What follows belongs to an exercise in optimizing a design on an open flow for small area; a production flow would make more cautious choices. Only simulation tests tie the RTL to the original design; equivalence was not proved. Power and IR drop assume default switching activity.

## vsn_sparam_coef_loader
module vsn_sparam_coef_loader #(
    parameter int NPORTS     = vsn_sparam_pkg::NPORTS_DEFAULT,
    parameter int COEF_WIDTH = vsn_sparam_pkg::COEF_WIDTH_DEFAULT,
    parameter int RAMP_LOG2  = 4
) (
    input  logic                                 clk,
    input  logic                                 resetn,
    input  logic                                 wr_valid,
    output logic                                 wr_ready,
    input  logic [1:0]                           wr_row,
    input  logic [1:0]                           wr_col,
    input  logic [COEF_WIDTH-1:0]                wr_data,
    input  logic                                 commit_valid,
    output logic                                 commit_ready,
    input  logic                                 err_clear,
    output logic                                 err_addr,
    output logic                                 busy,
    output logic [NPORTS*NPORTS*COEF_WIDTH-1:0]  S_out
);
    localparam int NCOEF = NPORTS * NPORTS;
    localparam int NSTEP = 1 << RAMP_LOG2;
    function automatic logic [NSTEP*NSTEP-1:0] fc_table(input int n);
        logic [NSTEP*NSTEP-1:0] t;
        t = '0;
        for (int k = 0; k < n; k++) begin
            for (int r = 0; r < NSTEP; r++) begin
                t[k*NSTEP + r] = (((k + 1) * r) / NSTEP) != ((k * r) / NSTEP);
            end
        end
        fc_table = t;
    endfunction
    localparam logic [NSTEP*NSTEP-1:0] FC_TABLE = fc_table(NSTEP);
    logic                 busy_q;
    logic [RAMP_LOG2-1:0] cnt_q;
    logic                 err_q;
    logic                 wr_bad;
    logic                 commit_fire;
    logic                 keep;
    logic                 clean_q;
    logic [(1<<RAMP_LOG2)-1:0] frac_carry;
    assign wr_ready     = 1'b1;
    assign wr_bad       = (wr_row == 2'd3) || (wr_col == 2'd3);
    assign commit_ready = !busy_q;
    assign busy         = busy_q;
  ...
clock: 5.0 ns
lec_check: 0
cap_margin: 20
core_margin: 2
core_utilization: 40
cts_cluster_diameter: 100
cts_cluster_size: 26
slew_margin: 20
standard.sh (not shown) runs the stock make flow with config.mk's settings and CLKGATE_MAP_FILE= SYNTH_SCRIPT=/design/flow/synth_recipe.tcl, a recipe that flattens the netlist after the stock synthesis.
==> flow/flow/run.sh <==
#!/bin/bash
# Own layout flow: the standard ORFS flow, with
# - the port buffers that buffer_ports inserts on every input and output made
#   the smallest buffer cell;
# - timing-driven global placement kept, but its resizer changes not kept in the
#   netlist (GPL_KEEP_OVERFLOW 0): buffering and sizing are left to the later
#   repair steps, which see the final placement.
# The make output (all tools) goes to standard.log in the work folder; ORFS
# keeps each step's own log under orfs/logs/.
set -euo pipefail
export BUFFER_PORTS_ARGS="-buffer_cell sky130_fd_sc_hd__buf_1"
export GPL_KEEP_OVERFLOW=0
bash standard.sh > standard.log 2>&1
Rerun with:
==> flow/flow/run.sh (replaced) <==
#!/bin/bash
# Own layout flow: the standard ORFS flow, with
# - the port buffers that buffer_ports inserts on every input and output made
#   the smallest buffer cell;
set -euo pipefail
export BUFFER_PORTS_ARGS="-buffer_cell sky130_fd_sc_hd__buf_1"
export CTS_ARGS="-sink_clustering_enable -repair_clock_nets -sink_clustering_size 26 -sink_clustering_max_diameter 100 -dont_use_dummy_load"
bash standard.sh > standard.log 2>&1
- CORE_UTILIZATION: 40 -> 60
The changed run finished clean.
Clock skew rose by 25 ps.
Die area fell by about 33%.
Register-to-register slack degrades by 30 ps.
Global-route usage rose by 8.5 points.
Rerun with:
==> flow/flow/run.sh (replaced) <==
#!/bin/bash
# Own layout flow: the standard ORFS flow, with the port buffers that
# buffer_ports inserts on every input and output made the smallest buffer cell.
# The make output (all tools) goes to standard.log in the work folder; ORFS
# keeps each step's own log under orfs/logs/.
set -euo pipefail
export BUFFER_PORTS_ARGS="-buffer_cell sky130_fd_sc_hd__buf_1"
bash standard.sh > standard.log 2>&1
The changed run finished with timing, DRC and antenna clean.
Setup slack improved by 6.7 ps.
Global-route usage hardly moves.
Core utilization goes up by 0.18 points.
First-iteration DRC count goes up slightly.
Worst hold slack got worse by 4.6 ps.
Via count hardly moves.
Total power goes up slightly.
Rerun with:
- CORE_UTILIZATION: 60 -> 40
Result:
- worst setup slack stays flat
- clock skew is lower by 27 ps
- utilization is lower by 22 points
- die area is higher by well over a third
- wire length is higher by a few percent
- combinational power is higher slightly
- worst hold slack gets worse by 45 ps
- area after synthesis is unchanged

========
Setup of north:
The RTL this note starts from:
==> flow/design.v <==
package vsn_sparam_pkg;
    localparam int NPORTS_DEFAULT     = 3;
    localparam int COEF_WIDTH_DEFAULT = 16;
endpackage
module vsn_coef_ramp #(
    parameter int COEF_WIDTH = 16,
    parameter int RAMP_LOG2  = 4
) (
    input  logic                  clk,
    input  logic                  resetn,
    input  logic [COEF_WIDTH-1:0] target,
    input  logic                  load,
    input  logic                  keep,
    output logic [COEF_WIDTH-1:0] value
);
    localparam int ACCW = COEF_WIDTH + RAMP_LOG2;
    logic [COEF_WIDTH:0] delta_q;
    logic [COEF_WIDTH:0] delta_d;
    logic [ACCW-1:0]     acc_q;
    logic [ACCW-1:0]     acc_d;
    vsn_split_add #(.W(COEF_WIDTH + 1), .B0(6), .B(6)) u_sub (
        .a   ({target[COEF_WIDTH-1], target}),
        .b   (~{value[COEF_WIDTH-1], value}),
        .cin (1'b1),
        .sum (delta_d)
    );
    vsn_split_add #(.W(ACCW), .B0(10), .B(10)) u_acc (
        .a   (acc_q),
        .b   ({{(RAMP_LOG2-1){delta_q[COEF_WIDTH]}}, delta_q}),
        .cin (1'b0),
        .sum (acc_d)
    );
    always_ff @(posedge clk or negedge resetn) begin
        if (!resetn) begin
            delta_q <= '0;
        end else if (load) begin
            delta_q <= delta_d;
        end else if (!keep) begin
            delta_q <= '0;
        end
    end
    always_ff @(posedge clk or negedge resetn) begin
        if (!resetn) begin
            acc_q <= '0;
        end else begin
            acc_q <= acc_d;
        end
    end
    assign value = acc_q[RAMP_LOG2 +: COEF_WIDTH];
endmodule
module vsn_split_add #(
    parameter int W  = 20,
    parameter int B0 = 7,
    parameter int B  = 7
) (
    input  logic [W-1:0] a,
    input  logic [W-1:0] b,
    input  logic         cin,
    output logic [W-1:0] sum
);
    localparam int NB = 1 + (W - B0 + B - 1) / B;
    logic [NB:0] bc;
    logic [B0:0] c;
    assign c[0] = cin;
    for (genvar i = 0; i < B0; i++) begin : g_lo
        assign sum[i] = a[i] ^ b[i] ^ c[i];
        assign c[i+1] = (a[i] & b[i]) | (c[i] & (a[i] ^ b[i]));
    end
    assign bc[1] = c[B0];
    for (genvar k = 1; k < NB; k++) begin : g_blk
        localparam int LO = B0 + (k - 1) * B;
        localparam int N  = (W - LO < B) ? (W - LO) : B;
        logic [N:0]   ch;
        logic [N-1:0] s0;
        logic [N:0]   all1;
        assign ch[0]   = 1'b0;
        assign all1[0] = 1'b1;
        for (genvar i = 0; i < N; i++) begin : g_bit
            assign s0[i]       = a[LO+i] ^ b[LO+i] ^ ch[i];
            assign ch[i+1]     = (a[LO+i] & b[LO+i]) | (ch[i] & (a[LO+i] ^ b[LO+i]));
            assign all1[i+1]   = all1[i] & s0[i];
            assign sum[LO+i]   = s0[i] ^ (bc[k] & all1[i]);
        end
        assign bc[k+1] = ch[N] | (all1[N] & bc[k]);
    end
endmodule
module vsn_sparam_coef_loader #(
    parameter int NPORTS     = vsn_sparam_pkg::NPORTS_DEFAULT,
    parameter int COEF_WIDTH = vsn_sparam_pkg::COEF_WIDTH_DEFAULT,
    parameter int RAMP_LOG2  = 4
) (
    input  logic                                 clk,
    input  logic                                 resetn,
    input  logic                                 wr_valid,
    output logic                                 wr_ready,
    input  logic [1:0]                           wr_row,
    input  logic [1:0]                           wr_col,
    input  logic [COEF_WIDTH-1:0]                wr_data,
    input  logic                                 commit_valid,
    output logic                                 commit_ready,
    input  logic                                 err_clear,
    output logic                                 err_addr,
    output logic                                 busy,
    output logic [NPORTS*NPORTS*COEF_WIDTH-1:0]  S_out
);
    localparam int NCOEF = NPORTS * NPORTS;
    logic                 busy_q;
    logic [RAMP_LOG2-1:0] cnt_q;
    logic                 err_q;
    logic                 wr_bad;
    logic                 commit_fire;
    logic                 keep;
    logic                 clean_q;
    assign wr_ready     = 1'b1;
    assign wr_bad       = (wr_row == 2'd3) || (wr_col == 2'd3);
    assign commit_ready = !busy_q;
    assign busy         = busy_q;
    assign commit_fire  = commit_valid && !busy_q;
    assign keep         = busy_q && !(&cnt_q);
    assign err_addr     = err_q;
    always_ff @(posedge clk or negedge resetn) begin
        if (!resetn) begin
            busy_q <= 1'b0;
            cnt_q  <= '0;
        end else begin
            if (commit_fire) begin
                busy_q <= 1'b1;
            end else if (&cnt_q) begin
                busy_q <= 1'b0;
            end
            if (busy_q) begin
                cnt_q <= cnt_q + 1'b1;
            end
        end
    end
    always_ff @(posedge clk or negedge resetn) begin
        if (!resetn) begin
            clean_q <= 1'b0;
        end else begin
            clean_q <= 1'b1;
        end
    end
    always_ff @(posedge clk or negedge resetn) begin
        if (!resetn) begin
            err_q <= 1'b0;
        end else if (wr_valid && wr_bad) begin
            err_q <= 1'b1;
        end else if (err_clear) begin
            err_q <= 1'b0;
        end
    end
    for (genvar i = 0; i < NCOEF; i++) begin : g_coef
        localparam int ROW = i / NPORTS;
        localparam int COL = i % NPORTS;
        logic                  hit;
        logic [COEF_WIDTH-1:0] shadow_q;
        logic [COEF_WIDTH-1:0] target;
        assign hit    = wr_valid && (wr_row == 2'(ROW)) && (wr_col == 2'(COL));
        assign target = hit ? wr_data : (shadow_q & {COEF_WIDTH{clean_q}});
        always_ff @(posedge clk) begin
            shadow_q <= target;
        end
        vsn_coef_ramp #(
            .COEF_WIDTH (COEF_WIDTH),
            .RAMP_LOG2  (RAMP_LOG2)
        ) u_ramp (
            .clk    (clk),
            .resetn (resetn),
            .target (target),
            .load   (commit_fire),
            .keep   (keep),
            .value  (S_out[i*COEF_WIDTH +: COEF_WIDTH])
        );
    end
endmodule
clock: 5.0 ns
lec_check: 0
cap_margin: 20
core_margin: 2
core_utilization: 40
cts_cluster_diameter: 100
cts_cluster_size: 26
slew_margin: 20
==> flow/flow/run.sh <==
#!/bin/bash
# Own layout flow: the standard ORFS flow, with the port buffers that
# buffer_ports inserts on every input and output made the smallest buffer cell,
# and ORFS's power recovery (downsizing gates off the critical paths after
# global routing) enabled. The make output (all tools) goes to standard.log in
# the work folder; ORFS keeps each step's own log under orfs/logs/.
set -euo pipefail
export BUFFER_PORTS_ARGS="-buffer_cell sky130_fd_sc_hd__buf_1"
export RECOVER_POWER=100
bash standard.sh > standard.log 2>&1
STATUS run=north STAGES=ALL_DONE FINAL_CHECKS=FAILED CAUSE=max-capacitance violations, max-slew violations
Input-level comparison between south and north:
==> flow/flow/run.sh <==
#!/bin/bash
# Own layout flow: the standard ORFS flow, with the port buffers that
# buffer_ports inserts on every input and output made the smallest buffer cell.
# The make output (all tools) goes to standard.log in the work folder; ORFS
# keeps each step's own log under orfs/logs/.
set -euo pipefail
export BUFFER_PORTS_ARGS="-buffer_cell sky130_fd_sc_hd__buf_1"
bash standard.sh > standard.log 2>&1
[summary]
From north to south the numbers moved as follows: detailed-route via count held; hold slack went down 0.0031 ns; worst relative slew slack went up 120 points; final standard cell area without fillers went up 200 µm².
Summary — internal cell power, south relative to north: higher, by about 0.33%.
Minimum clock period: south worse than north
The part of the total power dissipated in combinational logic was comparable across north and south.
Having completed the whole flow, south delivered a layout that passed the timing, design-rule and antenna checks.
As of south, total length of routed met3 wires had risen by a few percent compared to north.
## Diff of input files: east against south
# south
export LEC_CHECK = 0
export CAP_MARGIN = 20
export CORE_MARGIN = 2
export CORE_UTILIZATION = 40
export CTS_CLUSTER_DIAMETER = 100
export CTS_CLUSTER_SIZE = 26
export SLEW_MARGIN = 20
create_clock -name core_clock -period 5.0 [get_ports {clk}]
# east
export LEC_CHECK = 0
export CAP_MARGIN = 20
export CORE_MARGIN = 2
export CORE_UTILIZATION = 40
export CTS_CLUSTER_DIAMETER = 100
export CTS_CLUSTER_SIZE = 26
export GPL_TIMING_DRIVEN = 0
export SLEW_MARGIN = 20
create_clock -name core_clock -period 5.0 [get_ports {clk}]
==> flow/flow/run.sh <==
#!/bin/bash
# Own layout flow: the standard ORFS flow, with
# - the port buffers that buffer_ports inserts on every input and output made
#   the smallest buffer cell;
# - ORFS's power recovery (downsizing gates off the critical paths after global
#   routing) enabled.
# The make output (all tools) goes to standard.log in the work folder; ORFS
# keeps each step's own log under orfs/logs/.
set -euo pipefail
export BUFFER_PORTS_ARGS="-buffer_cell sky130_fd_sc_hd__buf_1"
export RECOVER_POWER=100
export PRE_GLOBAL_PLACE_TCL="$PWD/flow/pre_global_place.tcl"
bash standard.sh > standard.log 2>&1
==> flow/flow/pre_global_place.tcl (new file) <==
remove_buffers
--- outcome ---
- Run comparison: east classification of the worst setup path input port to register; south classification of the worst setup path register to register
- On half-perimeter wire length of the detailed placement result, south loses to east.
- Among east and south, a clean, completed layout was produced by south alone.
- Fraction of layout instances using a drive strength above 1, east and south: lower on east
- Lower longest individual stage delay on the worst path goes to east over south.
- Global-route wire length before repair: east < south
- On clock latency at the later pin of the worst-skew pair, east and south are neck and neck.
- Per the comparison of east with south, maximum VDD drop -0.16 mV; count of instances resized after the clock tree is built +15; share of the clock period used by the worst path after layout higher.
- When east is set beside south, its total wirelength of the detailed-routed design turns out to be about 0.7% smaller.
- east vs south, number of detailed-routing iterations run before antenna repair went down by 2.
Setup changes, east to west
# east
export LEC_CHECK = 0
export CAP_MARGIN = 20
export CORE_MARGIN = 2
export CORE_UTILIZATION = 40
export CTS_CLUSTER_DIAMETER = 100
export CTS_CLUSTER_SIZE = 26
export GPL_TIMING_DRIVEN = 0
export SLEW_MARGIN = 20
create_clock -name core_clock -period 5.0 [get_ports {clk}]
# west
export LEC_CHECK = 0
export CAP_MARGIN = 20
export CORE_MARGIN = 2
export CORE_UTILIZATION = 40
export CTS_BUF_LIST = sky130_fd_sc_hd__clkbuf_8
export CTS_CLUSTER_DIAMETER = 60
export CTS_CLUSTER_SIZE = 16
export SLEW_MARGIN = 20
create_clock -name core_clock -period 5.0 [get_ports {clk}]
==> flow/flow/run.sh <==
#!/bin/bash
# Own layout flow: the standard ORFS flow, with the port buffers that
# buffer_ports inserts on every input and output made the smallest buffer cell.
# The make output (all tools) goes to standard.log in the work folder; ORFS
# keeps each step's own log under orfs/logs/.
set -euo pipefail
export BUFFER_PORTS_ARGS="-buffer_cell sky130_fd_sc_hd__buf_1"
bash standard.sh > standard.log 2>&1
removed: flow/flow/pre_global_place.tcl
Notes after the runs:
- west went all the way through the flow, and no timing, DRC or antenna check failed.
- east finished all stages; however, its layout fails the closing checks, the failures being max-capacitance violations, max-slew violations.
- Per the comparison of west with east, hold slack went down; design area has increased; pin count of the biggest net entering global routing went up.
- On critical path depth: west sits below east.

========
vsn_sparam_coef_loader, a different RTL version from the one above (not shown whole).
For scale: about 2,600 cells after synthesis, ~480 flip-flops, ~27,000 sq um of cells after synthesis.
clock: 5.0 ns
lec_check: 0
cap_margin: 20
core_margin: 2
core_utilization: 40
cts_buf_list: sky130_fd_sc_hd__clkbuf_4
gpl_timing_driven: 0
slew_margin: 20
run.sh (not shown) runs the stock make flow with config.mk's settings and CLKGATE_MAP_FILE= SYNTH_SCRIPT=/design/flow/synth_recipe.tcl, a recipe that flattens the netlist after the stock synthesis.
Stock flow here: none of the scripts above is used.
The starting point went through all stages and came out clean.
Rerun with:
Settings changed: CTS_BUF_LIST sky130_fd_sc_hd__clkbuf_4 to unset, CTS_CLUSTER_DIAMETER set to 100, CTS_CLUSTER_SIZE set to 30, GPL_TIMING_DRIVEN 0 to unset.
- The new run finished with timing, DRC and antenna clean
- non-clock buffer count decreases by 101
- flip-flop and latch count is unchanged
- hold slack improves by 0.037 ns
- total power decreases by 10%
- via count decreases by 9.0%
- clock-buffer cell count decreases by 196
- cell count decreases by 7.9%
- design area decreases by 4.0%
- global-route usage decreases by 3.1 points
- setup slack degrades by 0.078 ns
- die area does not change
Rerun with:
Settings changed: CTS_CLUSTER_DIAMETER 100 to unset, CTS_CLUSTER_SIZE 30 to unset.
Effect:
- global-route usage is higher by 0.47 points
- via count rose by 1.3%
- sequential power barely changes
- clock-buffer cell count went up by 62
- cell area rose by 2.7%
- die area stays the same
- synthesized area stays the same
- non-clock buffer count is lower by 5
- wire length rose by 1.8%
- register-to-register slack stays flat
- clock skew shrinks by 0.015 ns

[what the ideal ports hide]
How much do the figures lean on ideal ports? The routed layouts below were timed once more, with nothing changed but the port constraints.
Step 1 (the two cells are an assumption about what drives the block):
set clk [get_ports {clk}]
set_driving_cell -lib_cell sky130_fd_sc_hd__clkbuf_16 $clk
set_driving_cell -lib_cell sky130_fd_sc_hd__buf_2 [delete_from_list [all_inputs] $clk]
Step 2, shift: input delay + t, output delay - t, t = (earliest + latest rising clock arrival at the registers) / 2. This alone moves slack from input paths to output paths.
a / b / c = ideal ports / drivers / drivers and shift; a / b = the first two.
run	t, ns	setup WS [ns]	hold WS [ns]
the first run of note 1	0.621	0.210 / 0.210 / -0.351	0.363 / 0.327 / 0.494
the second run of note 1	0.618	0.184 / 0.184 / -0.316	0.455 / 0.424 / 0.490
the third run of note 1	0.621	0.190 / 0.190 / -0.331	0.450 / 0.418 / 0.490
the fourth run of note 1	0.615	0.190 / 0.190 / -0.249	0.405 / 0.372 / 0.488
north	0.640	0.165 / 0.165 / -0.377	0.479 / 0.479 / 0.479
south	0.641	0.161 / 0.161 / -0.298	0.476 / 0.476 / 0.476
east	0.649	0.124 / 0.163 / -0.486	0.470 / 0.462 / 0.470
west	0.708	0.156 / 0.156 / -0.306	0.441 / 0.416 / 0.476
the first run of note 3	1.012	0.221 / 0.248 / -0.758	0.443 / 0.407 / 0.477
the second run of note 3	0.643	0.143 / 0.185 / -0.459	0.480 / 0.480 / 0.480
the third run of note 3	0.659	0.135 / 0.173 / -0.486	0.476 / 0.476 / 0.476
For the first run of note 3, which loses most, drivers alone change the setup slack by +0.027 ns; drivers and shift together by -0.979 ns.
